Context: an optimization exercise on an open-source flow, tuned for small area. The choices shown serve that exercise and are no tape-out recipe. In this exercise RTL edits were held to simulation tests only and were not proved equivalent to the original. Power figures rest on the tool's default switching activity, not on a simulated workload.

== main ==
==> flow/design.v <==
package riscv_pkg;
  localparam int unsigned XLEN       = 32;
  localparam int unsigned REG_ADDR_W = 5;
  typedef logic [REG_ADDR_W-1:0] reg_idx_t;
  typedef logic [XLEN-1:0]       xlen_t;
  localparam int unsigned REG_ZERO = 0;
endpackage
module rf_hold_mux (
  input  logic q_i,
  input  logic wd_i,
  input  logic s_i,
  input  logic ns_i,
  output logic d_o
);
  assign d_o = (q_i & ns_i) | (wd_i & s_i);
endmodule
module rf_aoi222 (
  input  logic [2:0] sel_i,
  input  logic [2:0] d_i,
  output logic       y_no
);
  assign y_no = ~|(sel_i & d_i);
endmodule
module regfile_read_port #(
  parameter int unsigned ADDR_W = riscv_pkg::REG_ADDR_W,
  parameter int unsigned XLEN   = riscv_pkg::XLEN
) (
  input  logic [ADDR_W-1:0]                ra_i,
  input  logic [(2**ADDR_W)-1:1][XLEN-1:0] regs_i,
  input  logic [(2**ADDR_W)-1:1]           valid_i,
  output logic [XLEN-1:0]                  rd_o
);
  localparam int unsigned NumRegs = 2 ** ADDR_W;
  localparam int unsigned NumGrp  = (NumRegs - 1) / 3;   
  logic [NumRegs-1:1] sel;
  always_comb begin
    for (int i = 1; i < NumRegs; i++) begin
      sel[i] = (ra_i == ADDR_W'(i)) && valid_i[i];
    end
  end
  for (genvar b = 0; b < XLEN; b++) begin : g_bit
    logic [NumGrp-1:0] grp_n;
    for (genvar g = 0; g < NumGrp; g++) begin : g_grp
      rf_aoi222 u_aoi (
        .sel_i ({sel[3*g+3], sel[3*g+2], sel[3*g+1]}),
        .d_i   ({regs_i[3*g+3][b], regs_i[3*g+2][b], regs_i[3*g+1][b]}),
        .y_no  (grp_n[g])
      );
    end
    assign rd_o[b] = ~&grp_n | (sel[NumRegs-1] & regs_i[NumRegs-1][b]);
  end
endmodule
module register_file #(
  parameter int unsigned ADDR_W = riscv_pkg::REG_ADDR_W,
  parameter int unsigned XLEN   = riscv_pkg::XLEN
) (
  input  logic              clk,
  input  logic              reset_n,
  input  logic              we3,
  input  logic [ADDR_W-1:0] ra1,
  input  logic [ADDR_W-1:0] ra2,
  input  logic [ADDR_W-1:0] wa3,
  input  logic [XLEN-1:0]   wd3,
  output logic [XLEN-1:0]   rd1,
  output logic [XLEN-1:0]   rd2
);
  localparam int unsigned NumRegs = 2 ** ADDR_W;
  logic [NumRegs-1:1][XLEN-1:0] mem_q;
  logic [NumRegs-1:1][XLEN-1:0] mem_d;
  logic [NumRegs-1:1]           valid_q;
  logic [NumRegs-1:1]           wsel;
  always_comb begin
    for (int i = 1; i < NumRegs; i++) begin
      wsel[i] = we3 && (wa3 == ADDR_W'(i));
    end
  end
  always_ff @(posedge clk or negedge reset_n) begin
    if (!reset_n) begin
      valid_q <= '0;
    end else begin
      valid_q <= valid_q | wsel;
    end
  end
  for (genvar i = 1; i < NumRegs; i++) begin : g_reg
    logic wsel_n;
    assign wsel_n = ~wsel[i];
    for (genvar b = 0; b < XLEN; b++) begin : g_bit
      rf_hold_mux u_hold (
        .q_i  (mem_q[i][b]),
        .wd_i (wd3[b]),
        .s_i  (wsel[i]),
        .ns_i (wsel_n),
        .d_o  (mem_d[i][b])
      );
    end
  end
  always_ff @(posedge clk) begin
    mem_q <= mem_d;
  end
  regfile_read_port #(
    .ADDR_W  (ADDR_W),
    .XLEN    (XLEN)
  ) u_read_port1 (
    .ra_i    (ra1),
    .regs_i  (mem_q),
    .valid_i (valid_q),
    .rd_o    (rd1)
  );
  regfile_read_port #(
    .ADDR_W  (ADDR_W),
    .XLEN    (XLEN)
  ) u_read_port2 (
    .ra_i    (ra2),
    .regs_i  (mem_q),
    .valid_i (valid_q),
    .rd_o    (rd2)
  );
endmodule
clock: 7.0 ns
lec_check: 0
cap_margin: 20
core_margin: 2
core_utilization: 55
slew_margin: 20
synth_hierarchical: 1
run.sh (not shown) runs the stock make flow with config.mk's settings and CLKGATE_MAP_FILE= SYNTH_SCRIPT=/design/flow/synth_recipe.tcl, a recipe that flattens the netlist after the stock synthesis.
main finished every step from synthesis to the final layout, and the layout passed the timing, DRC and antenna checks.
### main -> the feature branch
Settings: a change of CAP_MARGIN from 20 to 10; a change of CORE_UTILIZATION from 55 to 40; a change of SLEW_MARGIN from 20 to 10.
==> flow/flow/run.sh (new file) <==
#!/bin/bash
# The standard ORFS layout, with smaller port buffers and a clock tree built
# from smaller buffers in larger clusters, without dummy loads. The make output
# goes to standard.log; each ORFS step also keeps its own log under orfs/logs/.
set -euo pipefail
bash standard.sh \
  "BUFFER_PORTS_ARGS=-buffer_cell sky130_fd_sc_hd__buf_1" \
  "CTS_ARGS=-sink_clustering_enable -repair_clock_nets -dont_use_dummy_load -sink_clustering_size 16 -sink_clustering_max_diameter 80 -buf_list {sky130_fd_sc_hd__clkbuf_4 sky130_fd_sc_hd__clkbuf_8}" \
  finish > standard.log 2>&1
==> flow/standard.sh (new file) <==
#!/bin/bash
# synth_recipe.tcl (not shown) runs the flow's synth.tcl, then flattens the netlist and writes it again
# the make line also repeats each setting of config.mk as NAME=value (left out here)
make -C /OpenROAD-flow-scripts/flow DESIGN_CONFIG=/design/flow/config.mk WORK_HOME=/design/flow/orfs CLKGATE_MAP_FILE= SYNTH_SCRIPT=/design/flow/synth_recipe.tcl "${@:-finish}"
removed: flow/run.sh
Findings:
Per the final summary, the feature branch finished and its layout is clean on timing, DRC and antenna. Of the feature branch and main, the lower sequential fraction of total cell area belongs to main. Compared with main, placement density in the core of the feature branch is lower. Of the feature branch and main, it is the feature branch that has the lower critical path depth. From main to the feature branch the numbers moved as follows: minimum clock period after layout down 0.49 ns; global-route wire length before repair up about 1%; routed wire length +4.6 mm; internal power consumption moved down. The feature branch ends up with higher post-route worst hold slack than main does. Relative to main, the final period utilization of the feature branch is lower by 7.0 points.

-- static timing again, ports no longer ideal --
The flow's constraints put no driver on any port. The routed layouts listed below were extracted and timed again, unchanged, in two steps.
Step 1 assumes that a clkbuf_16 drives the clock port and a buf_2 every other input.
Step 2 moves the port delays by t, midway between the first and last clock arrival at a register: inputs arrive t later, outputs are due t later. That takes back most of the time a late clock gives input paths.
a / b / c = ideal ports / drivers / drivers and shift; a / b = the first two.
run	t (ns)	setup WS [ns]	worst setup path at the end	latest minus earliest clock arrival (ns)	worst data-port slew with drivers (ns)
main	0.764	0.529 / 0.435 / 0.435	input to output	0.025 / 0.024	0.11
the feature branch	0.799	1.018 / 0.995 / 0.995	input to output	0.073 / 0.074	0.20
After both steps setup and hold are still met in every run listed. For main, which loses most, drivers alone change the setup slack by -0.094 ns; drivers and shift together by -0.094 ns.
